From an optimization exercise on the open Yosys and OpenROAD flow, aimed at small area; shortcuts taken in it are not production practice.
Where RTL was checked, it was by simulation tests only, not by an equivalence proof against the original.
Function not checked in runs 1 to 4: the RTL went through the layout flow alone.
Power figures rest on the tool's default switching activity, not on a simulated workload. The clock port is modelled as an ideal driver; clocking choices that lean on that would not hold on a real chip.

[run.sh]
#!/bin/bash
# synth_recipe.tcl (not shown) runs the flow's synth.tcl, then flattens the netlist and writes it again
# the make line also repeats each setting of config.mk as NAME=value (left out here)
make -C /OpenROAD-flow-scripts/flow DESIGN_CONFIG=/design/flow/config.mk WORK_HOME=/design/flow/orfs CLKGATE_MAP_FILE= SYNTH_SCRIPT=/design/flow/synth_recipe.tcl finish
[config.mk]
export PLATFORM = sky130hd
export DESIGN_NAME = double_ended_queue
export DESIGN_NICKNAME = double_ended_queue
export VERILOG_FILES = /design/flow/design.v
export SDC_FILE = /design/flow/constraint.sdc
export NUM_CORES = 4
export LEC_CHECK = 0
export CAP_MARGIN = 20
export CORE_MARGIN = 2
export CORE_UTILIZATION = 40
export SLEW_MARGIN = 20
[constraint.sdc]
create_clock -name core_clock -period 4.0 [get_ports {clk}]
set_input_delay 0.8000 -clock core_clock [delete_from_list [all_inputs] [get_ports {clk}]]
set_output_delay 0.8000 -clock core_clock [all_outputs]
set_load 0.01 [all_outputs]
[design.v]
`timescale 1ns / 1ps
package deq_pkg;
    localparam int DEPTH   = 32;
    localparam int IDX_W   = $clog2(DEPTH);
    localparam int DATA_W  = 32;
    localparam int REQ_W   = 3;
    localparam int STAT_W  = 2;
    localparam logic [REQ_W-1:0] REQ_PUSH_FRONT = 3'd0;
    localparam logic [REQ_W-1:0] REQ_PUSH_BACK  = 3'd1;
    localparam logic [REQ_W-1:0] REQ_POP_FRONT  = 3'd2;
    localparam logic [REQ_W-1:0] REQ_POP_BACK   = 3'd3;
    localparam logic [REQ_W-1:0] REQ_READ_ALL   = 3'd4;
endpackage
`timescale 1ns / 1ps
module deq_ram #(
    parameter int DATA_W = 32,
    parameter int WORDS  = 32,
    parameter int ADDR_W = $clog2(WORDS)
) (
    input  logic              clk,
    input  logic              we,
    input  logic [ADDR_W-1:0] waddr,
    input  logic [DATA_W-1:0] wdata,
    input  logic              re,
    input  logic [ADDR_W-1:0] raddr,
    input  logic              xsel,
    input  logic [DATA_W-1:0] xdata,
    output logic [DATA_W-1:0] rdata
);
    logic [DATA_W-1:0] mem [WORDS];
    logic [WORDS-1:0]  wsel;
    logic [WORDS-1:0]  rsel;
    always_comb
    begin
        for (int k = 0; k < WORDS; k++)
        begin
            wsel[k] = we && (waddr == ADDR_W'(k));
            rsel[k] = re && (raddr == ADDR_W'(k));
        end
    end
    for (genvar k = 0; k < WORDS; k++)
    begin : g_word
        always_ff @(posedge clk)
        begin
            if (wsel[k])
            begin
                mem[k] <= wdata;
            end
        end
    end
    always_comb
    begin
        rdata = {DATA_W{xsel}} & xdata;
        for (int k = 0; k < WORDS; k++)
        begin
            rdata = rdata | ({DATA_W{rsel[k]}} & mem[k]);
        end
    end
endmodule
`timescale 1ns / 1ps
module double_ended_queue (
    input  logic                                 clk,
    input  logic                                 rst_n,
    input  logic                                 start,
    output logic                                 busy,
    input  logic        [deq_pkg::REQ_W-1:0]     req_type,
    input  logic signed [deq_pkg::DATA_W-1:0]    push_value,
    output logic                                 done,
    output logic signed [deq_pkg::DATA_W-1:0]    out_value,
    output logic        [deq_pkg::STAT_W-1:0]    status,
    output logic                                 is_last
);
    localparam int IW = deq_pkg::IDX_W;
    logic          busy_reg, busy_next;
    logic          done_reg, done_next;
    logic          nonempty_reg, nonempty_next;
    logic [IW-1:0] front_reg, front_next;
    logic [IW-1:0] back_reg, back_next;
    logic [IW-1:0] raddr_reg, raddr_next;
    logic [deq_pkg::DATA_W-1:0] res_value_reg, res_value_next;
    logic [deq_pkg::STAT_W-1:0] res_status_reg, res_status_next;
    logic          one;
    logic          full;
    logic          mem_we;
    logic [IW-1:0] mem_waddr;
    logic          mem_re;
    logic          res_push;
    assign one  = (front_reg == back_reg);
    assign full = nonempty_reg && (back_reg + IW'(1) == front_reg);
    always_comb
    begin
        busy_next       = busy_reg;
        done_next       = 1'b0;
        nonempty_next   = nonempty_reg;
        front_next      = front_reg;
        back_next       = back_reg;
        raddr_next      = (req_type == deq_pkg::REQ_POP_BACK) ? back_reg : front_reg;
        mem_re          = 1'b0;
        res_push        = 1'b0;
        res_status_next = 2'd0;
        mem_we          = 1'b0;
        mem_waddr       = req_type[0] ? back_reg + IW'(1) : front_reg - IW'(1);
        if (busy_reg)
        begin
            done_next  = 1'b1;
            mem_re     = 1'b1;
            raddr_next = raddr_reg + IW'(1);
            busy_next  = (raddr_next != back_reg);
        end
        else if (start)
        begin
            unique case (req_type)
                deq_pkg::REQ_PUSH_FRONT, deq_pkg::REQ_PUSH_BACK:
                begin
                    done_next = 1'b1;
                    res_push  = 1'b1;
                    if (full)
                    begin
                        res_status_next = 2'd2;
                    end
                    else
                    begin
                        mem_we        = 1'b1;
                        nonempty_next = 1'b1;
                        if (req_type[0])
                        begin
                            back_next = mem_waddr;
                        end
                        else
                        begin
                            front_next = mem_waddr;
                        end
                    end
                end
                deq_pkg::REQ_POP_FRONT, deq_pkg::REQ_POP_BACK:
                begin
                    done_next = 1'b1;
                    if (nonempty_reg)
                    begin
                        mem_re        = 1'b1;
                        nonempty_next = !one;
                        if (req_type[0])
                        begin
                            back_next = back_reg - IW'(1);
                        end
                        else
                        begin
                            front_next = front_reg + IW'(1);
                        end
                    end
                    else
                    begin
                        res_status_next = 2'd1;
                    end
                end
                deq_pkg::REQ_READ_ALL:
                begin
                    done_next = 1'b1;
                    if (nonempty_reg)
                    begin
                        mem_re    = 1'b1;
                        busy_next = !one;
                    end
                    else
                    begin
                        res_status_next = 2'd1;
                    end
                end
                default:
                begin
                end
            endcase
        end
    end
    always_ff @(posedge clk or negedge rst_n)
    begin
        if (!rst_n)
        begin
            busy_reg     <= 1'b0;
            done_reg     <= 1'b0;
            nonempty_reg <= 1'b0;
            front_reg    <= '0;
            back_reg     <= '1;
        end
        else
        begin
            busy_reg     <= busy_next;
            done_reg     <= done_next;
            nonempty_reg <= nonempty_next;
            front_reg    <= front_next;
            back_reg     <= back_next;
        end
    end
    always_ff @(posedge clk)
    begin
        raddr_reg      <= raddr_next;
        res_value_reg  <= res_value_next;
        res_status_reg <= res_status_next;
    end
    deq_ram #(
        .DATA_W (deq_pkg::DATA_W),
        .WORDS  (deq_pkg::DEPTH)
    ) u_ram (
        .clk   (clk),
        .we    (mem_we),
        .waddr (mem_waddr),
        .wdata (push_value),
        .re    (mem_re),
        .raddr (raddr_next),
        .xsel  (res_push),
        .xdata (push_value),
        .rdata (res_value_next)
    );
    assign busy      = busy_reg;
    assign done      = done_reg;
    assign out_value = $signed(res_value_reg);
    assign status    = res_status_reg;
    assign is_last   = !busy_reg;
endmodule
==> results.sh, run 1 <==
export IMPL_placed_cell_area_um2=46000
export IMPL_drt_wl_total_um=146000
export IMPL_grt_start_max_net_pins=39
export IMPL_slew_headroom_pct=26.2
export IMPL_maxSlewViolCount=0
export IMPL_hold_slack_ns=0.482
export IMPL_synth_area_um2=40400
export IMPL_core_area_um2=100000
export IMPL_syn_area_per_cell_um2=16.9
export IMPL_grt_overflow=0
export IMPL_setup_viol=0
export IMPL_cts_resized=0
export IMPL_path_class="reg2reg"
export IMPL_async_flop_share_pct=1.21
export IMPL_antenna_left=0
export IMPL_grt_pass1_vias=25320
export IMPL_crit_chain="ha_1, and3_1, mux2_2, nor2_4, clkinv_2, buf_4, nand2_2, nor2_2, buf_12, a221oi_1, nand3_1, or3_1"
export IMPL_yosysWarnings=3
export IMPL_setup_tns_ns=0
export IMPL_cp_slowest_stage_delay_ns=0.53
export IMPL_fill_cells=8186
export IMPL_numCtsBuffers=105
export IMPL_ys_seq_area_share_pct=78.8
export IMPL_layout_common_cells="edfxtp_1 (1024), a22oi_1 (284), buf_4 (243)"
export IMPL_ir_drop_v=0.000578
export IMPL_die_h_um=322
export IMPL_firstDrtPassIters=8
export IMPL_gp_congestion=0.885
export IMPL_track_usage_pct=27.9
export IMPL_largest_register_ff_count=1024
export IMPL_drc=0
export IMPL_pre_cts_ws_ns=-0.410
export IMPL_synth_edf_count=1024
export IMPL_avgViaCountPerCell=6.37
export IMPL_period_needed_ns=3.87
export IMPL_die_area_um2=104000
export IMPL_worst_ep_arrival_time_ns=4.44
export IMPL_max_freq_mhz=259
export IMPL_cts_sinks=1076
export IMPL_crit_path_max_fanout=10
export IMPL_start_util_pct=40.4
export IMPL_synth_cells=2394
export IMPL_via_count=26476
export IMPL_outcome="timing/DRC/antenna clean"
export IMPL_layout_drive_gt1_share_pct=20.4
export IMPL_cp_slowest_cell="a221oi_1"
export IMPL_cp_required_ns=4.58
export IMPL_nets=2813
export IMPL_hold_viol_final=0
export IMPL_sw_frac_of_total_pct=34.8
export IMPL_final_area_um2=49600
export IMPL_fp_row_count=116
export IMPL_power_mw=35.6
export IMPL_cts_tree="built"
export IMPL_powerDensity_nw_per_um2=719
export IMPL_max_cap_viol_count=0
export IMPL_worst_pin_slew_ns=1.10
export IMPL_design_portCount=75
export IMPL_wl_per_cell_um=35.2
export IMPL_clock_path_buffers=3
export IMPL_holdBufCountCts=0
export IMPL_mostFrequentLayoutCell="edfxtp_1"
export IMPL_min_period_over_period_pct=96.7
export IMPL_multi_input_area_um2=8290
export IMPL_dpl_hpwl_um=85500
export IMPL_clock_latency_ns=0.69
export IMPL_port_buffers=74
export IMPL_seqPwrFrac_pct=37.1
export IMPL_leakage_nw=16.2
export IMPL_synth_seq_cells=1076
export IMPL_cts_root_buf="clkbuf_16"
export IMPL_rsz0062_at_grt="false"
export IMPL_antenna_found_initial=4
export IMPL_startpoint_type="flop"
export IMPL_fin_worst_skew_ns=0.0300
export IMPL_grt_pass1_wl_um=201000
export IMPL_clock_power_share_pct=28.5
export IMPL_die_width_um=322
export IMPL_seqCellArea_um2=31900
export IMPL_area_growth_syn_to_layout_pct=22.6
export IMPL_p_sw_mw=12.4
export IMPL_p_comb_share_pct=34.4
export IMPL_syn_nets=2437
export IMPL_fin_ws_ns=0.133
export IMPL_synthFlopType="edfxtp_1"
export IMPL_yosys_cell_types_count=87
export IMPL_endpoint_kind="flop"
export IMPL_htree_num_levels=3
export IMPL_clkTransAtPathRegs_ns=0.06
export IMPL_worst_hold_path_type="reg2reg"
export IMPL_internal_power_mw=23.2
export IMPL_cts_setup_buffers=0
export IMPL_first_iter_violations=4733
## stage by stage
| stage | cells | utilization [%] |
|---|---|---|
| 6_report | 4157 | 49.5 |
| 5_1_grt | 4155 | 49.5 |
| 4_1_cts | 4155 | 49.5 |
| 2_1_floorplan | 2394 | - |
| 3_3_place_gp | 3957 | 45.9 |
| 3_5_place_dp | 3961 | 46.0 |
## critical path: cells and delay by family (launching register included)
| family | cells | cell delay (ns) |
|---|---|---|
| flops | 1 | 0.49 |
| fa+ha+maj | 1 | 0.40 |
| simple gates | 6 | 1.32 |
| buf+inv | 3 | 0.58 |
| mux | 1 | 0.43 |
| compound gates | 1 | 0.53 |
## synth_stat cells (9+ instances only)
cell type	number	share of area, %
nor2_1	94	0.87
nor3_1	40	0.50
xnor2_1	16	0.35
nand4_1	40	0.62
o21ai_0	27	0.33
a222oi_1	12	0.30
a221oi_1	64	1.4
o2bb2ai_1	12	0.26
a22oi_1	284	5.3
or3_1	9	0.14
clkbuf_1	51	0.47
a22o_1	60	1.3
dfxtp_1	39	1.9
nor3_2	13	0.32
buf_4	15	0.28
nand3_1	35	0.43
nand2_1	160	1.5
edfxtp_1	1024	76
a21oi_1	87	1.1
inv_1	12	0.11
buf_1	17	0.16
buf_2	42	0.52
o22ai_1	28	0.43
mux2i_1	23	0.57
or4_1	12	0.22
## per-layer routing
metal / global-route usage (%) / routed length (um) / vias to the layer above
met5: 0 / 85 / -
met4: 12.0 / 6970 / 8
met3: 6.14 / 18300 / 375
met2: 43.0 / 66100 / 2057
met1: 38.2 / 54800 / 13457
li1: - / - / 10579
## power by group through the flow
stage / registers (mW) / clock network (mW) / logic (mW)
6_report: 13.2 / 10.2 / 12.3
4_1_cts: 13.2 / 10.2 / 12.0
5_1_grt: 13.3 / 10.6 / 12.7
3_5_place_dp: 13.5 / 0 / 11.9
2_1_floorplan: 13.2 / 0 / 5.71
3_3_place_gp: 13.5 / 0 / 11.8
## area by class of cell
cell class                      count  share of cell area (%)
Antenna cell                        2                  0.0101
Clock buffer                      142                    5.87
Sequential cell                  1076                    64.3
Multi-Input combinational cell   1174                    16.7
Timing Repair Buffer              400                    8.47
Tap cell                         1298                    3.28
Inverter                           13                   0.101
Clock inverter                     52                    1.25
## logic make-up (layout without fill, tap and decap cells)
group,count (synthesis),count (layout),share of synthesized area [%]
compound gates,659,659,12.3
xor+xnor,25,25,0.610
fa+ha+maj,5,5,0.155
buf+inv,144,607,1.72
flops,1076,1076,78.8
mux,26,26,0.663
other cells,0,2,0
simple gates,459,459,5.73
## final timing paths
path	start	endpoint	slack, ns	cells after the start
max	raddr_reg[0]$_DFF_P_	res_value_reg[24]$_DFF_P_	0.13	12
min	u_ram.mem[19][17]$_DFFE_PP_	res_value_reg[17]$_DFF_P_	0.48	2
max reg2reg	raddr_reg[0]$_DFF_P_	res_value_reg[24]$_DFF_P_	0.13	12
min reg2reg	u_ram.mem[19][17]$_DFFE_PP_	res_value_reg[17]$_DFF_P_	0.48	2
max in group asynchronous	rst_n	done_reg$_DFF_PN0_	3.07	1
min in group asynchronous	rst_n	front_reg[4]$_DFFE_PN0P_	0.52	1
==> run 2: changes to the inputs <==
--- a/config.mk
+++ b/config.mk
@@ -9,3 +9,4 @@
 export CORE_MARGIN = 2
-export CORE_UTILIZATION = 40
+export CORE_UTILIZATION = 60
+export GPL_TIMING_DRIVEN = 0
 export SLEW_MARGIN = 20
==> results.sh, run 2 <==
export IMPL_outcome="failed layout checks"
export IMPL_so_faults="negative setup slack"
export IMPL_synth_edf_count=1024
export IMPL_path_class="in2reg"
export IMPL_rsz0062_at_grt="false"
export IMPL_synth_cells=2394
export IMPL_timing_rr_start="raddr_reg[0]$_DFF_P_"
export IMPL_cp_slowest_cell="nor4_4"
export IMPL_track_usage_pct=43.6
export IMPL_synthFlopType="edfxtp_1"
export IMPL_area_growth_syn_to_layout_pct=19.5
export IMPL_clock_path_buffers=3
export IMPL_yosys_cell_types_count=87
export IMPL_clkTransAtPathRegs_ns=0.06
export IMPL_layout_drive_gt1_share_pct=18.4
export IMPL_design_portCount=75
export IMPL_internal_power_mw=21.5
export IMPL_hp_start="u_ram.mem[27][6]$_DFFE_PP_"
export IMPL_p_comb_share_pct=35.8
export IMPL_worst_ep_arrival_time_ns=4.65
export IMPL_startpoint_type="input pin"
export IMPL_synth_seq_cells=1076
export IMPL_die_width_um=264
export IMPL_crit_path_max_fanout=10
export IMPL_power_mw=34.7
export IMPL_pre_cts_ws_ns=-1.48
export IMPL_holdBufCountCts=0
export IMPL_fin_worst_skew_ns=0.0192
export IMPL_wl_per_cell_um=41.3
export IMPL_seqPwrFrac_pct=37.4
export IMPL_port_buffers=74
export IMPL_die_area_um2=69400
export IMPL_dpl_hpwl_um=96800
export IMPL_yosys_top_cells_count="edfxtp_1 (1024), a22oi_1 (284), nand2_1 (160)"
export IMPL_mostFrequentLayoutCell="edfxtp_1"
export IMPL_antenna_found_initial=5
export IMPL_leakage_nw=15.8
export IMPL_cts_sinks=1076
export IMPL_drt_wl_total_um=151000
export IMPL_max_freq_mhz=247
export IMPL_cp_slowest_stage_delay_ns=0.62
export IMPL_ir_drop_v=0.000504
export IMPL_slew_headroom_pct=20.0
export IMPL_worst_hold_path_type="reg2reg"
export IMPL_grt_pass1_vias=25362
export IMPL_grt_pass1_wl_um=205000
export IMPL_first_iter_violations=5736
export IMPL_maxSlewViolCount=0
export IMPL_powerDensity_nw_per_um2=718
export IMPL_gp_congestion=0.894
export IMPL_setup_tns_ns=-0.0447
export IMPL_worst_pin_slew_ns=1.20
export IMPL_syn_nets=2437
export IMPL_period_needed_ns=4.04
export IMPL_grt_start_max_net_pins=34
export IMPL_yosysWarnings=3
export IMPL_fin_util_pct=72.2
export IMPL_clock_latency_ns=0.68
export IMPL_htree_num_levels=3
export IMPL_crit_chain="clkdlybuf4s50_1, nand2b_1, o221a_2, nor4_4, nand2_2, nor2_4, buf_4, a22oi_1, nand4_1, or3_1"
export IMPL_ys_seq_area_share_pct=78.8
export IMPL_drc=0
export IMPL_fill_cells=4221
export IMPL_min_period_over_period_pct=101
export IMPL_start_util_pct=60.4
export IMPL_synth_top_cell_area_share_pct=76.1
export IMPL_core_area_um2=66900
export IMPL_cp_required_ns=4.61
export IMPL_via_count=27162
export IMPL_p_sw_mw=13.1
export IMPL_async_flop_share_pct=1.21
export IMPL_fp_row_count=95
export IMPL_endpoint_kind="flop"
export IMPL_layout_common_cells="edfxtp_1 (1024), a22oi_1 (284), nand2_1 (156)"
export IMPL_clock_power_share_pct=26.8
export IMPL_sw_frac_of_total_pct=37.9
export IMPL_grt_overflow=0
export IMPL_cp_top_family="simple AND/OR/NAND/NOR gates"
export IMPL_firstDrtPassIters=10
export IMPL_largest_register_ff_count=1024
export IMPL_avgViaCountPerCell=7.43
export IMPL_synth_area_um2=40400
export IMPL_nets=2741
export IMPL_synth_most_common_cell="edfxtp_1"
export IMPL_setup_viol=1
export IMPL_synthTopCellsByArea="edfxtp_1 (76%), a22oi_1 (5.3%), dfxtp_1 (1.9%)"
export IMPL_antenna_left=0
export IMPL_cts_root_buf="clkbuf_16"
export IMPL_startpoint="req_type[1]"
export IMPL_syn_area_per_cell_um2=16.9
export IMPL_cts_tree="built"
export IMPL_fin_ws_ns=-0.0447
export IMPL_hold_viol_final=0
export IMPL_critPathBufInv=2
export IMPL_numCtsBuffers=103
export IMPL_max_cap_viol_count=0
export IMPL_synth_top_area_cell="edfxtp_1"
export IMPL_die_h_um=264
==> run 2: cell types whose count changed in the layout (fill, tap and decap cells not counted), moves of 6 or more <==
cell	change
bufinv_16	-9
clkbuf_1	+28
buf_12	-44
buf_6	+6
clkbuf_2	+26
clkdlybuf4s50_1	-23
buf_2	+53
buf_4	-171
buf_16	+46
clkbuf_4	+12
==> run 2: final cells by class <==
type | instances | area (um2) | area share [%]
multi-input cells | 1174 | 8380 | 17.4
diodes | 2 | 5.00 | 0.0104
plain buffers | 127 | 781 | 1.62
repair buffers | 203 | 2990 | 6.19
flip-flops and latches | 1076 | 31900 | 66.0
clock inverters | 43 | 340 | 0.705
clock buffers | 147 | 2790 | 5.78
well taps | 873 | 1090 | 2.26
inverters | 13 | 48.8 | 0.101
==> run 2: cells by family after synthesis <==
group	Yosys count	share of synthesized area (%)
AO/OA/AOI/OAI	659	12.3
XOR/XNOR	25	0.610
adder cells (fa/ha/maj)	5	0.155
buffers and inverters	144	1.72
flip-flops	1076	78.8
multiplexers	26	0.663
AND/OR/NAND/NOR	459	5.73
==> run 2: final timing paths <==
path                                        endpoint  slack [ns]  cells after the start
max                         res_value_reg[3]$_DFF_P_       -0.04                     10
min in group asynchronous         busy_reg$_DFF_PN0_        0.53                      1
max in group asynchronous   front_reg[4]$_DFFE_PN0P_        3.04                      1
max reg2reg                res_value_reg[20]$_DFF_P_        0.07                     12
min                         res_value_reg[6]$_DFF_P_        0.50                      2
min reg2reg                 res_value_reg[6]$_DFF_P_        0.50                      2
==> run 2: worst min-delay path, stage by stage (launching register included) <==
cell      delay [ns]
edfxtp_1        0.32
a221oi_1        0.08
nand4_1         0.07
==> run 2: layer usage <==
metal	routed length, um	up-vias	global-route usage, %
met5	13	-	0
met4	8700	2	19.8
met3	25600	526	14.9
met2	64900	2708	63.1
met1	51900	13468	60.4
li1	-	10458	-
==> run 2: per-stage QoR <==
| stage | std cells | instance area (um2) | hold slack (ns) |
|---|---|---|---|
| 3_3_place_gp | 3341 | 42200 | 0.474 |
| 2_1_floorplan | 2394 | 40400 | 0.440 |
| 5_1_grt | 3656 | 48300 | 0.522 |
| 4_1_cts | 3652 | 48200 | 0.498 |
| 3_5_place_dp | 3419 | 44400 | 0.482 |
| 6_report | 3658 | 48300 | 0.499 |
==> run 2: power groups by stage <==
| stage | combinational [mW] | sequential, mW | clock, mW |
|---|---|---|---|
| after floorplan | 5.71 | 13.2 | 0 |
| after global placement | 10.8 | 13.2 | 0 |
| after detailed placement | 11.2 | 13.2 | 0 |
| after CTS | 11.7 | 13.0 | 9.25 |
| after global routing | 12.6 | 13.0 | 9.67 |
| final | 12.4 | 13.0 | 9.28 |
==> run 2: timing repair <==
action,4_1_cts,5_1_grt
buffers inserted,44,6
gates resized for setup,88,40
setup endpoints to repair,1051,333
pin swaps,28,5
==> run 3: changes to the inputs <==
==> flow/run.sh (new file) <==
#!/bin/bash
# Standard layout with smaller port buffers and a clock tree without dummy loads.
export BUFFER_PORTS_ARGS="-buffer_cell sky130_fd_sc_hd__buf_4"
export CTS_ARGS="-sink_clustering_enable -repair_clock_nets -dont_use_dummy_load -buf_list sky130_fd_sc_hd__clkbuf_8"
bash standard.sh > flow.log 2>&1
==> standard.sh (new file) <==
#!/bin/bash
# synth_recipe.tcl (not shown) runs the flow's synth.tcl, then flattens the netlist and writes it again
# the make line also repeats each setting of config.mk as NAME=value (left out here)
make -C /OpenROAD-flow-scripts/flow DESIGN_CONFIG=/design/flow/config.mk WORK_HOME=/design/flow/orfs CLKGATE_MAP_FILE= SYNTH_SCRIPT=/design/flow/synth_recipe.tcl "${@:-finish}"
removed: run.sh
==> results.sh, run 3 <==
export IMPL_via_count=27176
export IMPL_drt_wl_total_um=151000
export IMPL_cp_slowest_stage_delay_ns=0.52
export IMPL_drc=0
export IMPL_largest_register_ff_count=1024
export IMPL_synthTopCellsByArea="edfxtp_1 (76%), a22oi_1 (5.3%), dfxtp_1 (1.9%)"
export IMPL_max_cap_viol_count=0
export IMPL_design_portCount=75
export IMPL_period_needed_ns=4.08
export IMPL_htree_num_levels=4
export IMPL_fin_util_pct=70.4
export IMPL_cts_sinks=1076
export IMPL_fin_worst_skew_ns=0.0624
export IMPL_layout_common_cells="edfxtp_1 (1024), a22oi_1 (284), clkbuf_8 (167)"
export IMPL_path_class="reg2reg"
export IMPL_leakage_nw=15.4
export IMPL_synth_area_um2=40400
export IMPL_port_buffers=74
export IMPL_core_area_um2=66900
export IMPL_startpoint_type="flop"
export IMPL_worst_ep_arrival_time_ns=4.84
export IMPL_fin_ws_ns=-0.0761
export IMPL_synthFlopType="edfxtp_1"
export IMPL_yosys_cell_types_count=87
export IMPL_grt_pass1_vias=25610
export IMPL_nets=2802
export IMPL_synth_cells=2394
export IMPL_clock_latency_ns=0.84
export IMPL_grt_start_max_net_pins=34
export IMPL_syn_nets=2437
export IMPL_so_faults="negative setup slack"
export IMPL_fill_cells=4337
export IMPL_outcome="failed layout checks"
export IMPL_max_freq_mhz=245
export IMPL_timing_critical_path_mode_cell="buf_2"
export IMPL_grt_overflow=0
export IMPL_ys_seq_area_share_pct=78.8
export IMPL_first_iter_violations=5598
export IMPL_firstDrtPassIters=8
export IMPL_cts_tree="built"
export IMPL_syn_area_per_cell_um2=16.9
export IMPL_maxSlewViolCount=0
export IMPL_min_period_over_period_pct=102
export IMPL_final_area_um2=47100
export IMPL_track_usage_pct=43.8
export IMPL_grt_pass1_wl_um=204000
export IMPL_r2r_worst_path_cells=10
export IMPL_cp_slowest_cell="dfrtp_1"
export IMPL_hold_depth=3
export IMPL_area_growth_syn_to_layout_pct=16.6
export IMPL_yosysWarnings=3
export IMPL_async_flop_share_pct=1.21
export IMPL_numCtsBuffers=166
export IMPL_rsz0062_at_grt="true"
export IMPL_dpl_hpwl_um=97200
export IMPL_endpoint_kind="flop"
export IMPL_placed_cell_area_um2=44100
export IMPL_crit_chain="buf_4, clkbuf_1, o22a_1, buf_2, buf_2, nand3_1, a21oi_1, a221oi_1, nand4_1, or3_1"
export IMPL_clkTransAtPathRegs_ns=0.05
export IMPL_clock_path_buffers=3
export IMPL_synth_most_common_cell="edfxtp_1"
export IMPL_synth_edf_count=1024
export IMPL_cp_required_ns=4.76
export IMPL_avgViaCountPerCell=7.48
export IMPL_gp_congestion=0.881
export IMPL_powerDensity_nw_per_um2=690
export IMPL_power_mw=32.5
export IMPL_cts_root_buf="clkbuf_8"
export IMPL_slew_headroom_pct=21.3
export IMPL_antenna_found_initial=2
export IMPL_synth_top_area_cell="edfxtp_1"
export IMPL_die_width_um=264
export IMPL_wl_per_cell_um=41.7
export IMPL_fp_row_count=95
export IMPL_synth_seq_cells=1076
export IMPL_layout_drive_gt1_share_pct=20.9
export IMPL_setup_tns_ns=-0.0761
export IMPL_crit_path_max_fanout=10
export IMPL_worst_pin_slew_ns=1.18
export IMPL_start_util_pct=60.4
export IMPL_mostFrequentLayoutCell="edfxtp_1"
export IMPL_ir_drop_v=0.000528
export IMPL_worst_hold_path_type="in2reg"
export IMPL_die_area_um2=69400
export IMPL_hold_viol_final=0
export IMPL_setup_viol=1
export IMPL_antenna_left=0
export IMPL_die_h_um=264
export IMPL_yosys_top_cells_count="edfxtp_1 (1024), a22oi_1 (284), nand2_1 (160)"
export IMPL_synth_top_cell_area_share_pct=76.1
## run 3: path summary, 6_finish.rpt
path	start	endpoint	slack, ns
max	busy_reg$_DFF_PN0_	res_value_reg[20]$_DFF_P_	-0.08
min	start	done_reg$_DFF_PN0_	0.24
max reg2reg	busy_reg$_DFF_PN0_	res_value_reg[20]$_DFF_P_	-0.08
min reg2reg	u_ram.mem[27][6]$_DFFE_PP_	res_value_reg[6]$_DFF_P_	0.47
max in group asynchronous	rst_n	back_reg[4]$_DFFE_PN1P_	3.38
min in group asynchronous	rst_n	busy_reg$_DFF_PN0_	0.37
## run 3: layout make-up
| cell class | instances | area [um2] | area share [%] |
|---|---|---|---|
| antenna | 2 | 5.00 | 0.0106 |
| buffer | 129 | 756 | 1.60 |
| clock buffer | 166 | 2280 | 4.85 |
| inverter | 13 | 48.8 | 0.104 |
| multi-input combinational | 1174 | 8320 | 17.7 |
| sequential | 1076 | 31900 | 67.6 |
| tap | 873 | 1090 | 2.32 |
| timing repair buffer | 199 | 2760 | 5.86 |
## run 3: power breakdown
part / internal, mW / switching, mW / total, mW / leakage (nW)
Sequential: 12.8 / 0.181 / 13.0 / 9.67
Clock: 3.65 / 3.85 / 7.50 / 1.19
Combinational: 3.41 / 8.63 / 12.0 / 4.54
## run 3: routing by layer
metal	global-route usage [%]	vias up	wire length, um
met4	20.7	0	8390
met3	15.4	500	25000
met2	63.2	2641	65500
met1	60.1	13578	52500
met5	0	-	0
li1	-	10457	-
## run 3: cell families (layout without fill, tap and decap cells)
family | count (synthesis) | in the layout | share of synthesized area [%]
AO/OA/AOI/OAI | 659 | 659 | 12.3
multiplexers | 26 | 26 | 0.663
flip-flops | 1076 | 1076 | 78.8
AND/OR/NAND/NOR | 459 | 459 | 5.73
other | 0 | 2 | 0
XOR/XNOR | 25 | 25 | 0.610
adder cells (fa/ha/maj) | 5 | 5 | 0.155
buffers and inverters | 144 | 507 | 1.72
## run 3: timing repair
| item | in CTS | in global routing |
|---|---|---|
| hold buffers | 1 | 0 |
| hold endpoints to repair | 8 | 0 |
| endpoints found under the setup margin | 1053 | 216 |
| buffers inserted | 38 | 13 |
| pin swaps | 24 | 9 |
| gates resized for setup | 56 | 45 |
## run 3: worst max-delay path, delay by kind of cell (launching register included)
family,cells,cell delay [ns]
buffers and inverters,4,1.45
AND/OR/NAND/NOR,3,1.01
AO/OA/AOI/OAI,3,1.03
flip-flops,1,0.52
## run 3: through the flow
stage | setup WS [ns] | cells | hold slack (ns)
after floorplan | -0.00972 | 2394 | 0.440
after global placement | -4.53 | 3341 | 0.475
after detailed placement | -1.04 | 3414 | 0.465
after CTS | -0.00544 | 3617 | 0.208
after global routing | -0.0235 | 3632 | 0.257
final | -0.0761 | 3632 | 0.239
==> run 4: changes to the inputs <==
--- a/design.v
+++ b/design.v
@@ -78,3 +78,4 @@
     logic [IW-1:0] back_reg, back_next;
-    logic [IW-1:0] raddr_reg, raddr_next;
+    logic [IW-1:0] rnext_reg, rnext_next;
+    logic [IW-1:0] raddr;
     logic [deq_pkg::DATA_W-1:0] res_value_reg, res_value_next;
@@ -96,3 +97,4 @@
         back_next       = back_reg;
-        raddr_next      = (req_type == deq_pkg::REQ_POP_BACK) ? back_reg : front_reg;
+        raddr           = req_type[0] ? back_reg : front_reg;
+        rnext_next      = front_reg + IW'(1);
         mem_re          = 1'b0;
@@ -106,4 +108,5 @@
             mem_re     = 1'b1;
-            raddr_next = raddr_reg + IW'(1);
-            busy_next  = (raddr_next != back_reg);
+            raddr      = rnext_reg;
+            rnext_next = rnext_reg + IW'(1);
+            busy_next  = (rnext_reg != back_reg);
         end
@@ -195,3 +198,3 @@
     begin
-        raddr_reg      <= raddr_next;
+        rnext_reg      <= rnext_next;
         res_value_reg  <= res_value_next;
@@ -208,3 +211,3 @@
         .re    (mem_re),
-        .raddr (raddr_next),
+        .raddr (raddr),
         .xsel  (res_push),
==> flow/run.sh (replaced) <==
#!/bin/bash
# Standard layout with buf_4 port buffers and a clock tree of larger sink
# clusters without dummy loads.
export BUFFER_PORTS_ARGS="-buffer_cell sky130_fd_sc_hd__buf_4"
export CTS_ARGS="-sink_clustering_enable -repair_clock_nets -dont_use_dummy_load -buf_list {sky130_fd_sc_hd__clkbuf_8 sky130_fd_sc_hd__clkbuf_16} -root_buf sky130_fd_sc_hd__clkbuf_16 -sink_clustering_size 30 -sink_clustering_max_diameter 100"
bash standard.sh > flow.log 2>&1
--- a/config.mk
+++ b/config.mk
@@ -11,2 +11,3 @@
 export GPL_TIMING_DRIVEN = 0
+export SETUP_SLACK_MARGIN = 0.15
 export SLEW_MARGIN = 20
==> results.sh, run 4 <==
export IMPL_cts_tree="built"
export IMPL_layout_drive_gt1_share_pct=19.5
export IMPL_cts_sinks=1076
export IMPL_fill_cells=4336
export IMPL_ys_seq_area_share_pct=78.5
export IMPL_grt_pass1_wl_um=214000
export IMPL_final_area_um2=47100
export IMPL_fin_util_pct=70.3
export IMPL_fp_row_count=95
export IMPL_cts_root_buf="clkbuf_16"
export IMPL_clock_path_buffers=3
export IMPL_worst_pin_slew_ns=1.21
export IMPL_period_needed_ns=4.12
export IMPL_synth_area_um2=40600
export IMPL_fin_worst_skew_ns=0.0634
export IMPL_antenna_found_initial=10
export IMPL_r2r_slack_ns=-0.12
export IMPL_core_area_um2=67000
export IMPL_internal_power_mw=17.7
export IMPL_sw_frac_of_total_pct=39.5
export IMPL_track_usage_pct=46.3
export IMPL_synth_most_common_cell="edfxtp_1"
export IMPL_syn_nets=2460
export IMPL_maxSlewViolCount=0
export IMPL_endpoint_kind="flop"
export IMPL_synth_cells=2417
export IMPL_synth_top_area_cell="edfxtp_1"
export IMPL_design_portCount=75
export IMPL_hold_slack_ns=0.412
export IMPL_wl_per_cell_um=45.1
export IMPL_max_freq_mhz=243
export IMPL_powerDensity_nw_per_um2=619
export IMPL_clkTransAtPathRegs_ns=0.11
export IMPL_avgViaCountPerCell=7.74
export IMPL_yosysWarnings=3
export IMPL_start_util_pct=60.5
export IMPL_synth_top_cell_area_share_pct=75.8
export IMPL_leakage_nw=15.6
export IMPL_layout_common_cells="edfxtp_1 (1024), a22oi_1 (227), buf_4 (153)"
export IMPL_crit_path_max_fanout=10
export IMPL_htree_num_levels=2
export IMPL_pre_cts_ws_ns=-1.60
export IMPL_worst_ep_arrival_time_ns=4.70
export IMPL_slew_headroom_pct=19.3
export IMPL_dpl_hpwl_um=106000
export IMPL_async_flop_share_pct=1.21
export IMPL_hold_viol_final=0
export IMPL_p_comb_share_pct=37.9
export IMPL_synth_seq_cells=1076
export IMPL_so_faults="negative setup slack"
export IMPL_setup_viol=5
export IMPL_yosys_cell_types_count=75
export IMPL_largest_register_ff_count=1024
export IMPL_drt_wl_total_um=162000
export IMPL_worst_hold_path_type="in2reg"
export IMPL_placed_cell_area_um2=44800
export IMPL_die_area_um2=69700
export IMPL_die_width_um=264
export IMPL_rsz0062_at_grt="true"
export IMPL_path_class="reg2reg"
export IMPL_p_sw_mw=11.5
export IMPL_clock_latency_ns=0.66
export IMPL_power_mw=29.2
export IMPL_ir_drop_v=0.000529
export IMPL_gp_congestion=0.994
export IMPL_die_h_um=264
export IMPL_clock_power_share_pct=17.9
export IMPL_antenna_left=0
export IMPL_setup_tns_ns=-0.208
export IMPL_synthFlopType="edfxtp_1"
export IMPL_final_cells=3590
export IMPL_fin_ws_ns=-0.118
export IMPL_cp_required_ns=4.58
export IMPL_grt_pass1_vias=25660
export IMPL_numPlacedInstances=3463
export IMPL_first_iter_violations=5687
export IMPL_firstDrtPassIters=8
export IMPL_synthTopCellsByArea="edfxtp_1 (76%), a22oi_1 (4.2%), dfxtp_1 (1.9%)"
export IMPL_startpoint_type="flop"
export IMPL_mostFrequentLayoutCell="edfxtp_1"
export IMPL_syn_area_per_cell_um2=16.8
export IMPL_area_growth_syn_to_layout_pct=16.2
export IMPL_outcome="failed layout checks"
export IMPL_via_count=27770
export IMPL_seqPwrFrac_pct=44.2
export IMPL_port_buffers=72
export IMPL_synth_edf_count=1024
export IMPL_grt_overflow=0
export IMPL_max_cap_viol_count=0
export IMPL_min_period_over_period_pct=103
export IMPL_drc=0
export IMPL_numCtsBuffers=43
export IMPL_nets=2755
export IMPL_yosys_top_cells_count="edfxtp_1 (1024), a22oi_1 (227), and3_1 (123)"
export IMPL_grt_start_max_net_pins=34
-- run 4: worst paths after layout --
path | from | cells after the start | endpoint
setup / recovery | back_reg[0]$_DFFE_PN1P_ | 10 | res_value_reg[9]$_DFF_P_
hold reg to reg | u_ram.mem[16][17]$_DFFE_PP_ | 2 | res_value_reg[17]$_DFF_P_
hold / removal | start | 3 | done_reg$_DFF_PN0_
max in group asynchronous | rst_n | 2 | back_reg[0]$_DFFE_PN1P_
min in group asynchronous | rst_n | 2 | front_reg[0]$_DFFE_PN0P_
setup reg to reg | back_reg[0]$_DFFE_PN1P_ | 10 | res_value_reg[9]$_DFF_P_
-- run 4: power by group through the flow --
stage | Clock (mW) | Sequential, mW | Combinational [mW]
2_1_floorplan | 0 | 13.2 | 4.57
3_3_place_gp | 0 | 13.1 | 9.29
3_5_place_dp | 0 | 13.1 | 9.89
4_1_cts | 5.15 | 12.9 | 10.2
5_1_grt | 5.50 | 12.9 | 11.0
6_report | 5.22 | 12.9 | 11.1
-- run 4: layout make-up --
class                   count  area (um2)  area share [%]
flip-flops and latches   1076       31900            67.6
multi-input cells        1196        8820            18.7
repair buffers            251        3480            7.38
well taps                 873        1090            2.32
clock buffers              43        1080            2.28
plain buffers             138         754            1.60
inverters                   6        22.5          0.0478
diodes                      7        17.5          0.0372
-- run 4: cells by family (layout without fill, tap and decap cells) --
kind of cell    after synthesis  in the layout  share of synthesized area (%)
buf+inv                     145            438                           1.54
mux                          75             75                           1.87
xor+xnor                     28             28                          0.638
other cells                   0              7                              0
flops                      1076           1076                           78.5
compound gates              481            481                           9.18
simple gates                607            607                           8.07
fa+ha+maj                     5              5                          0.154
-- run 4: what timing repair did --
action                                   CTS  global route
pin swaps                                 21             8
buffers inserted                          45            32
gates resized for setup                   92            53
hold endpoints to repair                   3             0
endpoints found under the setup margin  1056           242
hold buffers                               1             0
-- run 4: critical path: stages (launching register included) --
cell and delay, ns:
dfstp_2 0.53, buf_2 0.24, mux2i_1 0.16, o21a_1 0.23, buf_2 0.24, nor2_2 0.60
clkbuf_1 0.80, nand3_2 0.57, o2bb2ai_1 0.30, a211o_1 0.23, or4_1 0.18
-- run 4: layer usage --
metal / track usage (%) / vias up / part of all wire, %
li1: - / 10474 / -
met3: 18.7 / 667 / 17
met5: 0 / - / 0.042
met2: 64.9 / 2749 / 42
met4: 33.5 / 2 / 8.9
met1: 58.5 / 13878 / 32
==> run 5: changes to the inputs <==
--- a/design.v
+++ b/design.v
@@ -14,2 +14,13 @@
 `timescale 1ns / 1ps
+module deq_aoi3 (
+    input  logic a0,
+    input  logic b0,
+    input  logic a1,
+    input  logic b1,
+    input  logic a2,
+    input  logic b2,
+    output logic y
+);
+    assign y = !((a0 && b0) || (a1 && b1) || (a2 && b2));
+endmodule
 module deq_ram #(
@@ -29,7 +40,11 @@
 );
+    localparam int INS    = WORDS + 1;
+    localparam int GROUPS = (INS + 2) / 3;
     logic [DATA_W-1:0] mem [WORDS];
     logic [WORDS-1:0]  wsel;
-    logic [WORDS-1:0]  rsel;
+    logic [3*GROUPS-1:0] rsel;
+    logic [DATA_W-1:0] rin [3*GROUPS];
     always_comb
     begin
+        rsel = '0;
         for (int k = 0; k < WORDS; k++)
@@ -38,2 +53,18 @@
             rsel[k] = re && (raddr == ADDR_W'(k));
+        end
+        rsel[WORDS] = xsel;
+        for (int k = 0; k < 3 * GROUPS; k++)
+        begin
+            if (k < WORDS)
+            begin
+                rin[k] = mem[k];
+            end
+            else if (k == WORDS)
+            begin
+                rin[k] = xdata;
+            end
+            else
+            begin
+                rin[k] = '0;
+            end
         end
@@ -50,9 +81,18 @@
     end
-    always_comb
-    begin
-        rdata = {DATA_W{xsel}} & xdata;
-        for (int k = 0; k < WORDS; k++)
-        begin
-            rdata = rdata | ({DATA_W{rsel[k]}} & mem[k]);
-        end
+    for (genvar b = 0; b < DATA_W; b++)
+    begin : g_bit
+        logic [GROUPS-1:0] grp_n;
+        for (genvar g = 0; g < GROUPS; g++)
+        begin : g_grp
+            deq_aoi3 u_aoi (
+                .a0 (rsel[3*g]),
+                .b0 (rin[3*g][b]),
+                .a1 (rsel[3*g+1]),
+                .b1 (rin[3*g+1][b]),
+                .a2 (rsel[3*g+2]),
+                .b2 (rin[3*g+2][b]),
+                .y  (grp_n[g])
+            );
+        end
+        assign rdata[b] = !(&grp_n);
     end
--- a/config.mk
+++ b/config.mk
@@ -13 +13,2 @@
 export SLEW_MARGIN = 20
+export SYNTH_HIERARCHICAL = 1
==> results.sh, run 5 <==
export IMPL_outcome="timing/DRC/antenna clean"
export IMPL_max_cap_viol_count=0
export IMPL_synthTopCellsByArea="edfxtp_1 (82%), a222oi_1 (9.4%), dfxtp_1 (2.1%)"
export IMPL_endpoint_kind="flop"
export IMPL_muxShareOfSynthArea_pct=0.418
export IMPL_avgViaCountPerCell=7.42
export IMPL_first_iter_violations=3788
export IMPL_sw_frac_of_total_pct=30.1
export IMPL_powerDensity_nw_per_um2=559
export IMPL_grt_pass1_vias=20771
export IMPL_max_freq_mhz=259
export IMPL_nets=2089
export IMPL_period_needed_ns=3.87
export IMPL_syn_area_per_cell_um2=20.9
export IMPL_die_width_um=255
export IMPL_clock_power_share_pct=20.7
export IMPL_path_class="reg2reg"
export IMPL_pre_cts_ws_ns=-0.836
export IMPL_port_buffers=74
export IMPL_ir_drop_v=0.000491
export IMPL_clkTransAtPathRegs_ns=0.12
export IMPL_cts_tree="built"
export IMPL_grt_overflow=0
export IMPL_mostFrequentLayoutCell="edfxtp_1"
export IMPL_synthFlopType="edfxtp_1"
export IMPL_yosys_cell_types_count=47
export IMPL_yosys_area_share_adder_pct=0.166
export IMPL_maxSlewViolCount=0
export IMPL_dpl_hpwl_um=64000
export IMPL_cp_required_ns=4.48
export IMPL_yosys_area_share_xor_xnor_pct=0.714
export IMPL_start_util_pct=60.8
export IMPL_clock_path_buffers=3
export IMPL_core_area_um2=61900
export IMPL_p_sw_mw=7.28
export IMPL_yosys_top_cells_count="edfxtp_1 (1024), a222oi_1 (352), nor2_1 (76)"
export IMPL_synth_simple_area_share_pct=3.84
export IMPL_crit_path_max_fanout=21
export IMPL_fp_row_count=91
export IMPL_seqCellArea_um2=31900
export IMPL_synth_edf_count=1024
export IMPL_design_portCount=75
export IMPL_wl_per_cell_um=36.0
export IMPL_grt_start_max_net_pins=34
export IMPL_drt_wl_total_um=104000
export IMPL_layout_common_cells="edfxtp_1 (1024), a222oi_1 (352), buf_4 (97)"
export IMPL_rsz0062_at_grt="true"
export IMPL_via_count=21374
export IMPL_crit_chain="clkbuf_1, mux2i_1, o21ai_1, nand2b_1, buf_2, nor2_4, buf_12, a222oi_1, nand4_1, or3_1"
export IMPL_fin_worst_skew_ns=0.0796
export IMPL_cts_sinks=1076
export IMPL_synth_top_cell_area_share_pct=81.6
export IMPL_multi_input_area_um2=6200
export IMPL_hold_viol_final=0
export IMPL_async_flop_share_pct=1.21
export IMPL_clock_latency_ns=0.62
export IMPL_layout_drive_gt1_share_pct=16.5
export IMPL_cp_slowest_stage_delay_ns=0.54
export IMPL_r2r_slack_ns=0.13
export IMPL_fin_ws_ns=0.132
export IMPL_gp_congestion=0.859
export IMPL_synth_seq_cells=1076
export IMPL_syn_nets=1849
export IMPL_htree_num_levels=2
export IMPL_drc=0
export IMPL_power_mw=24.2
export IMPL_die_area_um2=64800
export IMPL_placed_cell_area_um2=41500
export IMPL_timing_rr_start="back_reg[1]$_DFFE_PN1P_"
export IMPL_fill_cells=3897
export IMPL_synth_most_common_cell="edfxtp_1"
export IMPL_cts_root_buf="clkbuf_16"
export IMPL_die_h_um=255
export IMPL_r2r_worst_path_cells=10
export IMPL_hold_slack_ns=0.00746
export IMPL_leakage_nw=13.3
export IMPL_area_growth_syn_to_layout_pct=14.8
export IMPL_synth_area_um2=37700
export IMPL_yosysWarnings=12
export IMPL_synth_compound_area_share_pct=9.92
export IMPL_largest_register_ff_count=1024
export IMPL_holdBufCountCts=0
export IMPL_grt_pass1_wl_um=145000
export IMPL_antenna_found_initial=0
export IMPL_worst_pin_slew_ns=1.08
export IMPL_p_comb_share_pct=26.0
export IMPL_track_usage_pct=31.9
export IMPL_setup_viol=0
export IMPL_cp_slowest_cell="dfstp_2"
export IMPL_numCtsBuffers=42
export IMPL_min_period_over_period_pct=96.7
export IMPL_reg2reg_to="res_value_reg[29]$_DFF_P_"
export IMPL_antenna_left=0
export IMPL_internal_power_mw=16.9
export IMPL_synth_cells=1806
export IMPL_slew_headroom_pct=28.1
export IMPL_worst_ep_arrival_time_ns=4.34
export IMPL_startpoint_type="flop"
export IMPL_firstDrtPassIters=7
export IMPL_seqPwrFrac_pct=53.3
export IMPL_ys_seq_area_share_pct=84.6
export IMPL_final_area_um2=43200
export IMPL_worst_hold_path_type="in2async"
export IMPL_synth_top_family_by_area="compound AO/OA/AOI/OAI gates"
export IMPL_synth_top_area_cell="edfxtp_1"
[run 5: cell count changes in the layout (fill, tap and decap cells not counted), sizes merged, moves of 44 or more]
cell,change
a2111oi,-44
nand2,-81
a222oi,+330
mux2i,-57
a22oi,-227
buf,-110
nor3,-50
nand3,-57
and3,-123
clkbuf,-58
[run 5: what timing repair did]
item | 4_1_cts | 5_1_grt
resized for setup | 6 | 18
pin swaps | 18 | 6
endpoints found under the hold margin | 0 | 0
endpoints found under the setup margin | 348 | 292
setup buffers | 31 | 13
[run 5: cell families (layout without fill, tap and decap cells)]
group	count (synthesis)	count (layout)
buf+inv	30	268
mux	15	15
other cells	0	1
compound gates	384	384
simple gates	267	267
flops	1076	1076
xor+xnor	29	29
fa+ha+maj	5	5
[run 5: routing by layer]
metal	track usage [%]	wire, um
met1	44.1	38600
met2	52.7	50600
met3	5.65	11100
met4	9.97	3370
met5	0	0
[run 5: how the worst max path moves through the flow]
stage	cells past startpoint	end	start
CTS	11	res_value_reg[29]$_DFF_P_	req_type[1]
global route	11	res_value_reg[29]$_DFF_P_	req_type[1]
finish	10	res_value_reg[29]$_DFF_P_	back_reg[1]$_DFFE_PN1P_
global placement	10	res_value_reg[19]$_DFF_P_	req_type[1]
detailed placement	11	res_value_reg[29]$_DFF_P_	req_type[0]
floorplan	5	u_ram.mem[1][0]$_DFFE_PP_	req_type[2]
[run 5: worst max-delay path: cells and delay by family, from the launching register on]
kind | cells | cell delay (ns)
compound gates | 2 | 0.77
buf+inv | 3 | 0.96
flops | 1 | 0.54
mux | 1 | 0.15
simple gates | 4 | 1.27
[run 5: layout make-up]
| class | instances | share of cell area, % |
|---|---|---|
| Tap cell | 837 | 2.42 |
| Inverter | 8 | 0.0695 |
| Timing Repair Buffer | 196 | 6.77 |
| Clock buffer | 42 | 2.43 |
| Buffer | 22 | 0.275 |
| Multi-Input combinational cell | 700 | 14.3 |
| Sequential cell | 1076 | 73.7 |
| Antenna cell | 1 | 0.00579 |
[run 5: per-module statistics from Yosys (local to each module, per instance), excerpt]
| module | copies in the design | flip-flops and latches | area [um2] |
|---|---|---|---|
| double_ended_queue | 1 | 52 | 2180 |
| deq_aoi3 | 352 | 0 | 10.0 |
[run 5: power groups by stage]
stage	sequential, mW	combinational (mW)	clock, mW
floorplan	13.2	3.01	0
global placement	13.1	5.30	0
detailed placement	13.1	6.01	0
global route	12.9	6.59	5.39
CTS	12.9	6.06	5.06
finish	12.9	6.29	5.02
[run 5: through the flow]
stage,TNS [ns],instances,utilization [%]
after floorplan,-11.52,1806,-
after CTS,0,2868,69.5
after detailed placement,-78.25,2795,67.0
after global placement,-2478.70,2717,63.6
after global routing,0,2881,69.8
final,0,2882,69.8
==> run 6: changes to the inputs <==
==> flow/run.sh (replaced) <==
#!/bin/bash
# Standard layout with buf_4 port buffers, a clock tree of larger sink clusters
# without dummy loads, and repair buffers limited to buf_2..buf_6.
here=$(pwd)
export BUFFER_PORTS_ARGS="-buffer_cell sky130_fd_sc_hd__buf_4"
export CTS_ARGS="-sink_clustering_enable -repair_clock_nets -dont_use_dummy_load -buf_list {sky130_fd_sc_hd__clkbuf_8 sky130_fd_sc_hd__clkbuf_16} -root_buf sky130_fd_sc_hd__clkbuf_16 -sink_clustering_size 24 -sink_clustering_max_diameter 100"
for s in GLOBAL_PLACE RESIZE DETAIL_PLACE CTS GLOBAL_ROUTE REPAIR_TIMING_POST_PLACE DETAIL_ROUTE; do
  export PRE_${s}_TCL=$here/flow/dont_use.tcl
done
bash standard.sh > flow.log 2>&1
==> flow/dont_use.tcl (new file) <==
# Keep the resizer to small and mid-size buffers.
set_dont_use {sky130_fd_sc_hd__buf_8 sky130_fd_sc_hd__buf_12 sky130_fd_sc_hd__buf_16}
==> results.sh, run 6 <==
export IMPL_reg2reg_to="res_value_reg[29]$_DFF_P_"
export IMPL_cp_required_ns=4.47
export IMPL_p_comb_share_pct=25.7
export IMPL_core_area_um2=61900
export IMPL_critPathBufInv=2
export IMPL_avgViaCountPerCell=7.13
export IMPL_ys_seq_area_share_pct=84.6
export IMPL_synth_seq_cells=1076
export IMPL_p_sw_mw=7.33
export IMPL_yosysWarnings=12
export IMPL_cp_slowest_stage_delay_ns=0.79
export IMPL_grt_overflow=0
export IMPL_numCtsBuffers=50
export IMPL_syn_area_per_cell_um2=20.9
export IMPL_dpl_hpwl_um=63300
export IMPL_wl_per_cell_um=33.3
export IMPL_area_growth_syn_to_layout_pct=15.1
export IMPL_cp_top_family="simple AND/OR/NAND/NOR gates"
export IMPL_htree_num_levels=2
export IMPL_r2r_slack_ns=0.14
export IMPL_async_flop_share_pct=1.21
export IMPL_rsz0062_at_grt="false"
export IMPL_r2r_worst_path_cells=9
export IMPL_nets=2347
export IMPL_clock_path_buffers=3
export IMPL_layout_drive_gt1_share_pct=25.6
export IMPL_cp_slowest_cell="o21ai_0"
export IMPL_synth_cells=1806
export IMPL_timing_rr_start="back_reg[4]$_DFFE_PN1P_"
export IMPL_via_count=22396
export IMPL_yosys_cell_types_count=47
export IMPL_fin_util_pct=70.0
export IMPL_sw_frac_of_total_pct=29.8
export IMPL_hold_slack_ns=0.0165
export IMPL_ir_drop_v=0.000417
export IMPL_clkTransAtPathRegs_ns=0.10
export IMPL_syn_nets=1849
export IMPL_grt_start_max_net_pins=34
export IMPL_die_h_um=255
export IMPL_hold_viol_final=0
export IMPL_fp_row_count=91
export IMPL_maxSlewViolCount=0
export IMPL_endpoint_kind="flop"
export IMPL_placed_cell_area_um2=40600
export IMPL_period_needed_ns=3.86
export IMPL_max_cap_viol_count=0
export IMPL_final_cells=3139
export IMPL_worst_pin_slew_ns=1.05
export IMPL_fin_worst_skew_ns=0.0464
export IMPL_setup_tns_ns=0
export IMPL_slew_headroom_pct=29.7
export IMPL_clock_power_share_pct=22.0
export IMPL_synth_area_um2=37700
export IMPL_cts_sinks=1076
export IMPL_start_util_pct=60.8
export IMPL_numPlacedInstances=2791
export IMPL_setup_viol=0
export IMPL_cts_root_buf="clkbuf_16"
export IMPL_worst_ep_arrival_time_ns=4.33
export IMPL_die_width_um=255
export IMPL_synthTopCellsByArea="edfxtp_1 (82%), a222oi_1 (9.4%), dfxtp_1 (2.1%)"
export IMPL_synth_edf_count=1024
export IMPL_port_buffers=74
export IMPL_leakage_nw=14.5
export IMPL_worst_hold_path_type="in2async"
export IMPL_track_usage_pct=31.9
export IMPL_yosys_top_cells_count="edfxtp_1 (1024), a222oi_1 (352), nor2_1 (76)"
export IMPL_largest_register_ff_count=1024
export IMPL_design_portCount=75
export IMPL_cts_tree="built"
export IMPL_clock_latency_ns=0.65
export IMPL_grt_pass1_wl_um=145000
export IMPL_min_period_over_period_pct=96.5
export IMPL_firstDrtPassIters=8
export IMPL_drt_wl_total_um=104000
export IMPL_layout_common_cells="edfxtp_1 (1024), a222oi_1 (352), buf_2 (300)"
export IMPL_synth_top_cell_area_share_pct=81.6
export IMPL_synth_top_area_cell="edfxtp_1"
export IMPL_pre_cts_ws_ns=-0.857
export IMPL_antenna_found_initial=1
export IMPL_synthFlopType="edfxtp_1"
export IMPL_mostFrequentLayoutCell="edfxtp_1"
export IMPL_diodes=0
export IMPL_die_area_um2=64800
export IMPL_max_freq_mhz=259
export IMPL_drc=0
export IMPL_seqPwrFrac_pct=52.3
export IMPL_synth_most_common_cell="edfxtp_1"
export IMPL_antenna_left=0
export IMPL_power_mw=24.6
export IMPL_path_class="reg2reg"
export IMPL_first_iter_violations=4477
export IMPL_internal_power_mw=17.3
export IMPL_gp_congestion=0.859
export IMPL_outcome="timing/DRC/antenna clean"
export IMPL_startpoint_type="flop"
export IMPL_fin_ws_ns=0.139
export IMPL_crit_chain="buf_6, mux2i_1, o21ai_0, nand4bb_1, nor2_4, buf_2, a222oi_1, nand4_1, or3_1"
export IMPL_crit_path_max_fanout=13
export IMPL_grt_pass1_vias=20977
export IMPL_powerDensity_nw_per_um2=567
export IMPL_final_area_um2=43400
## run 6: cell counts after synthesis
No cell type changed its count.
## run 6: layout make-up
cell class,instances,area [um2]
Sequential cell,1076,31900
Clock buffer,50,1250
Inverter,8,30.0
Multi-Input combinational cell,700,6170
Tap cell,837,1050
Fill cell,3977,18600
Timing Repair Buffer,446,2890
Buffer,22,118
## run 6: what timing repair did
action	4_1_cts	5_1_grt
resized for setup	7	11
setup endpoints to repair	438	302
pin swaps	27	27
setup buffers	88	210
hold buffers	0	0
## run 6: power by group through the flow
stage	clock (mW)	combinational [mW]	sequential (mW)
after floorplan	0	3.01	13.2
after global routing	5.80	6.65	12.9
final	5.41	6.32	12.9
after global placement	0	5.30	13.1
after detailed placement	0	5.81	13.1
after CTS	5.46	5.88	12.9
## run 6: cell families after synthesis
group	after synthesis	synth area share, %
buf+inv	30	0.375
xor+xnor	29	0.714
simple gates	267	3.84
compound gates	384	9.92
mux	15	0.418
fa+ha+maj	5	0.166
flops	1076	84.6
## run 6: worst max-delay path by stage
stage	start	to	slack, ns	cells past startpoint
floorplan	req_type[2]	u_ram.mem[1][0]$_DFFE_PP_	-0.09	5
global placement	req_type[1]	res_value_reg[19]$_DFF_P_	-2.74	10
detailed placement	req_type[0]	res_value_reg[29]$_DFF_P_	-0.86	11
CTS	req_type[0]	res_value_reg[29]$_DFF_P_	0.09	10
global route	req_type[1]	res_value_reg[4]$_DFF_P_	0.12	11
finish	back_reg[4]$_DFFE_PN1P_	res_value_reg[29]$_DFF_P_	0.14	9
## run 6: worst register-to-register path, stage by stage, from the launching register on
cell,delay [ns]
dfstp_2,0.54
buf_6,0.14
mux2i_1,0.08
o21ai_0,0.79
nand4bb_1,0.56
nor2_4,0.22
buf_2,0.23
a222oi_1,0.35
nand4_1,0.28
or3_1,0.53
## run 6: per-layer routing
metal	wire length (um)	global-route usage (%)
met2	50900	52.5
met1	39700	44.5
met3	10800	5.57
met5	13	0
met4	3070	9.04
## run 6: modules after synthesis (local to each module, per instance), a selection
module / cells inside / copies in the design / flip-flops and latches / cell area [um2]
double_ended_queue: 208 / 1 / 52 / 2180
deq_aoi3: 1 / 352 / 0 / 10.0
==> run 7: changes to the inputs <==
==> flow/run.sh (replaced) <==
#!/bin/bash
# Standard layout with buf_4 port buffers, a clock tree of larger sink clusters
# without dummy loads, and one buffer placed at the middle of each high-fanout
# net's loads right after global placement (before the resizer repairs slew and
# capacitance).
here=$(pwd)
export BUFFER_PORTS_ARGS="-buffer_cell sky130_fd_sc_hd__buf_4"
export CTS_ARGS="-sink_clustering_enable -repair_clock_nets -dont_use_dummy_load -buf_list {sky130_fd_sc_hd__clkbuf_8 sky130_fd_sc_hd__clkbuf_16} -root_buf sky130_fd_sc_hd__clkbuf_16 -sink_clustering_size 24 -sink_clustering_max_diameter 100"
export POST_GLOBAL_PLACE_TCL=$here/flow/fanout_buffers.tcl
bash standard.sh > flow.log 2>&1
==> flow/fanout_buffers.tcl (new file) <==
# Give each signal net with many loads one buffer at the centre of its loads,
# unless a buffer (such as a port buffer) already drives it.
set block [ord::get_db_block]
set dbu [$block getDefUnits]
set min_loads 16
set count 0
foreach net [$block getNets] {
  if {[$net getSigType] ne "SIGNAL"} { continue }
  if {[$net getName] eq "clk"} { continue }
  set loads {}
  set driver ""
  foreach it [$net getITerms] {
    if {[$it isOutputSignal]} { set driver $it } elseif {[$it isInputSignal]} { lappend loads $it }
  }
  if {$driver eq "" || [llength $loads] < $min_loads} { continue }
  set dm [[$driver getInst] getMaster]
  if {[string match "*__buf_*" [$dm getName]] || [string match "*__clkbuf_*" [$dm getName]]} { continue }
  set sx 0; set sy 0
  foreach it $loads {
    set xy [$it getAvgXY]
    if {[lindex $xy 0] == 0} { set box [[$it getInst] getBBox]; set x [$box xCenter]; set y [$box yCenter] } else { set x [lindex $xy 1]; set y [lindex $xy 2] }
    set sx [expr {$sx + $x}]; set sy [expr {$sy + $y}]
  }
  set n [llength $loads]
  set cx [expr {double($sx) / $n / $dbu}]
  set cy [expr {double($sy) / $n / $dbu}]
  insert_buffer -buffer_cell sky130_fd_sc_hd__buf_6 -net [get_nets [$net getName]] -location [list $cx $cy] -buffer_name fanbuf_$count
  incr count
}
puts "fanout_buffers: inserted $count buffers"
--- a/config.mk
+++ b/config.mk
@@ -9,3 +9,3 @@
 export CORE_MARGIN = 2
-export CORE_UTILIZATION = 60
+export CORE_UTILIZATION = 70
 export GPL_TIMING_DRIVEN = 0
removed: flow/dont_use.tcl
==> results.sh, run 7 <==
export IMPL_fin_ws_ns=0.169
export IMPL_clock_latency_ns=0.64
export IMPL_grt_pass1_vias=21001
export IMPL_firstDrtPassIters=12
export IMPL_clock_path_buffers=3
export IMPL_die_width_um=236
export IMPL_max_freq_mhz=261
export IMPL_layout_common_cells="edfxtp_1 (1024), a222oi_1 (352), buf_4 (77)"
export IMPL_wl_per_cell_um=40.3
export IMPL_worst_pin_slew_ns=0.820
export IMPL_synthFlopType="edfxtp_1"
export IMPL_ys_seq_area_share_pct=84.6
export IMPL_grt_start_max_net_pins=34
export IMPL_die_area_um2=55700
export IMPL_cp_required_ns=4.24
export IMPL_syn_area_per_cell_um2=20.9
export IMPL_first_iter_violations=5156
export IMPL_clkTransAtPathRegs_ns=0.09
export IMPL_yosys_top_cells_count="edfxtp_1 (1024), a222oi_1 (352), nor2_1 (76)"
export IMPL_synth_edf_count=1024
export IMPL_antenna_left=0
export IMPL_cts_sinks=1076
export IMPL_synth_top_cell_area_share_pct=81.6
export IMPL_slew_headroom_pct=45.1
export IMPL_rsz0062_at_grt="true"
export IMPL_synth_area_um2=37700
export IMPL_largest_register_ff_count=1024
export IMPL_avgViaCountPerCell=8.16
export IMPL_drt_wl_total_um=108000
export IMPL_core_area_um2=53500
export IMPL_synth_cells=1806
export IMPL_worst_hold_path_type="in2async"
export IMPL_startpoint="back_reg[0]$_DFFE_PN1P_"
export IMPL_die_h_um=236
export IMPL_cts_setup_buffers=0
export IMPL_maxSlewViolCount=0
export IMPL_ir_drop_v=0.000507
export IMPL_timing_rr_start="back_reg[0]$_DFFE_PN1P_"
export IMPL_power_mw=24.0
export IMPL_cts_tree="built"
export IMPL_fin_worst_skew_ns=0.0575
export IMPL_mostFrequentLayoutCell="edfxtp_1"
export IMPL_synth_top_area_cell="edfxtp_1"
export IMPL_min_period_over_period_pct=95.8
export IMPL_area_growth_syn_to_layout_pct=9.39
export IMPL_drc=0
export IMPL_powerDensity_nw_per_um2=582
export IMPL_start_util_pct=70.4
export IMPL_max_cap_viol_count=0
export IMPL_yosysWarnings=12
export IMPL_period_needed_ns=3.83
export IMPL_setup_viol=0
export IMPL_startpoint_type="flop"
export IMPL_outcome="timing/DRC/antenna clean"
export IMPL_path_class="reg2reg"
export IMPL_crit_end="u_ram.mem[29][3]$_DFFE_PP_"
export IMPL_nets=2040
export IMPL_antenna_found_initial=2
export IMPL_design_portCount=75
export IMPL_r2r_worst_path_cells=10
export IMPL_dpl_hpwl_um=54400
export IMPL_via_count=21952
export IMPL_hold_viol_final=0
export IMPL_numCtsBuffers=50
export IMPL_fill_cells=2934
export IMPL_synthTopCellsByArea="edfxtp_1 (82%), a222oi_1 (9.4%), dfxtp_1 (2.1%)"
export IMPL_synth_seq_cells=1076
export IMPL_track_usage_pct=39.1
export IMPL_fp_row_count=85
export IMPL_syn_nets=1849
export IMPL_diodes=0
export IMPL_crit_path_max_fanout=32
export IMPL_cts_root_buf="clkbuf_16"
export IMPL_leakage_nw=12.8
export IMPL_grt_overflow=0
export IMPL_pre_cts_ws_ns=-0.513
export IMPL_async_flop_share_pct=1.21
export IMPL_yosys_cell_types_count=47
export IMPL_synth_most_common_cell="edfxtp_1"
export IMPL_grt_pass1_wl_um=150000
export IMPL_worst_ep_arrival_time_ns=4.07
export IMPL_layout_drive_gt1_share_pct=12.6
export IMPL_reg2reg_to="u_ram.mem[29][3]$_DFFE_PP_"
export IMPL_port_buffers=74
export IMPL_endpoint_kind="flop"
export IMPL_r2r_slack_ns=0.17
export IMPL_htree_num_levels=2
## run 7: cell types whose count changed in the layout (fill, tap and decap cells not counted), sizes merged
cell,before,now
buf,454,146
clkbuf,64,65
## run 7: layout make-up
cell class / count / area, um2 / area share (%)
sequential: 1076 / 31900 / 77.3
multi-input combinational: 700 / 5780 / 14.0
buffer: 22 / 114 / 0.276
inverter: 8 / 30.0 / 0.0729
timing repair buffer: 139 / 1310 / 3.17
tap: 696 / 871 / 2.11
clock buffer: 50 / 1250 / 3.04
## run 7: worst min-delay path by stage
stage / end / slack [ns] / depth (start not counted)
6_report: done_reg$_DFF_PN0_ / 0.04 / 1
5_1_grt: busy_reg$_DFF_PN0_ / 0.05 / 1
4_1_cts: done_reg$_DFF_PN0_ / 0.03 / 1
3_5_place_dp: res_status_reg[0]$_SDFF_PP0_ / 0.47 / 1
3_3_place_gp: res_status_reg[0]$_SDFF_PP0_ / 0.48 / 1
2_1_floorplan: res_status_reg[0]$_SDFF_PP0_ / 0.44 / 1
## run 7: power breakdown
part / internal, mW / total (mW) / switching (mW)
clock: 2.23 / 5.38 / 3.15
combinational: 2.01 / 5.72 / 3.70
sequential: 12.7 / 12.9 / 0.170
## run 7: what timing repair did
| action | in CTS | in global routing |
|---|---|---|
| endpoints found under the setup margin | 2 | 292 |
| pin swaps | 0 | 0 |
| hold buffers | 0 | 0 |
| gates resized for setup | 1 | 20 |
## run 7: routing by layer
layer,share of wire [%],GRT usage [%],vias to the layer above
met1,32,50.3,10888
met5,0.10,1.39,-
met2,46,59.1,2050
met4,6.5,22.6,8
met3,16,13.0,437
li1,-,-,8569
## run 7: cell families (layout without fill, tap and decap cells)
family                   after synthesis  count (layout)  share of synthesized area [%]
multiplexers                          15              15                          0.418
buffers and inverters                 30             219                          0.375
adder cells (fa/ha/maj)                5               5                          0.166
flip-flops                          1076            1076                           84.6
AO/OA/AOI/OAI                        384             384                           9.92
XOR/XNOR                              29              29                          0.714
AND/OR/NAND/NOR                      267             267                           3.84
## run 7: stage by stage
step / hold WS, ns / setup TNS (ns) / cell area, um2 / util, % / cells
2_1_floorplan: 0.436 / -11.52 / 37800 / - / 1806
3_3_place_gp: 0.476 / -2302.51 / 39200 / 73.3 / 2576
3_5_place_dp: 0.471 / -32.41 / 39900 / 74.6 / 2641
4_1_cts: 0.0256 / 0 / 41200 / 77.0 / 2691
5_1_grt: 0.0483 / 0 / 41200 / 77.0 / 2691
6_report: 0.0407 / 0 / 41200 / 77.0 / 2691
## run 7: Yosys stat by module (local to each module, per instance), a selection
| module | cells inside | times used |
|---|---|---|
| double_ended_queue | 208 | 1 |
| deq_aoi3 | 1 | 352 |
## run 7: worst max-delay path, stage by stage (launching register included)
cell,delay (ns)
dfstp_2,0.54
clkbuf_1,0.33
inv_1,0.14
ha_1,0.39
xor2_1,0.16
nor2_1,0.09
nand3_1,0.11
o21a_1,0.31
nand4_1,0.32
nor2_2,0.52
buf_6,0.54

-- port drivers added, routing unchanged --
No port has a modelled driver above. Below, the same layouts with a new extraction and two added sets of constraints. Step 1 assumes that a clkbuf_16 drives the clock port and a buf_2 every other input. Step 2 also shifts input and output timing later by t, the mid clock arrival at the registers, as if the neighbouring blocks saw the same clock. Three values: ideal, step 1, step 2; two values: the first two.
run | t (ns) | slack for setup (ns) | worst hold slack (ns) | slew at the worst register clock pin (ns)
run 1 | 0.747 | 0.133 / 0.133 / -0.471 | 0.482 / 0.480 / 0.482 | 0.07 / 0.07
run 2 | 0.737 | -0.045 / -0.001 / -0.738 | 0.499 / 0.487 / 0.499 | 0.07 / 0.07
run 3 | 0.873 | -0.076 / -0.076 / -0.769 | 0.239 / 0.207 / 0.473 | 0.06 / 0.06
run 4 | 0.690 | -0.118 / -0.118 / -0.657 | 0.412 / 0.385 / 0.482 | 0.12 / 0.12
run 5 | 0.645 | 0.132 / 0.132 / -0.493 | 0.007 / -0.026 / 0.566 | 0.12 / 0.12
run 6 | 0.688 | 0.139 / 0.139 / -0.496 | 0.016 / -0.022 / 0.559 | 0.10 / 0.10
run 7 | 0.677 | 0.169 / 0.169 / -0.398 | 0.041 / 0.004 / 0.503 | 0.10 / 0.10
With both steps, setup timing fails in run 1, run 5, run 6 and run 7, where it was met with ideal ports.
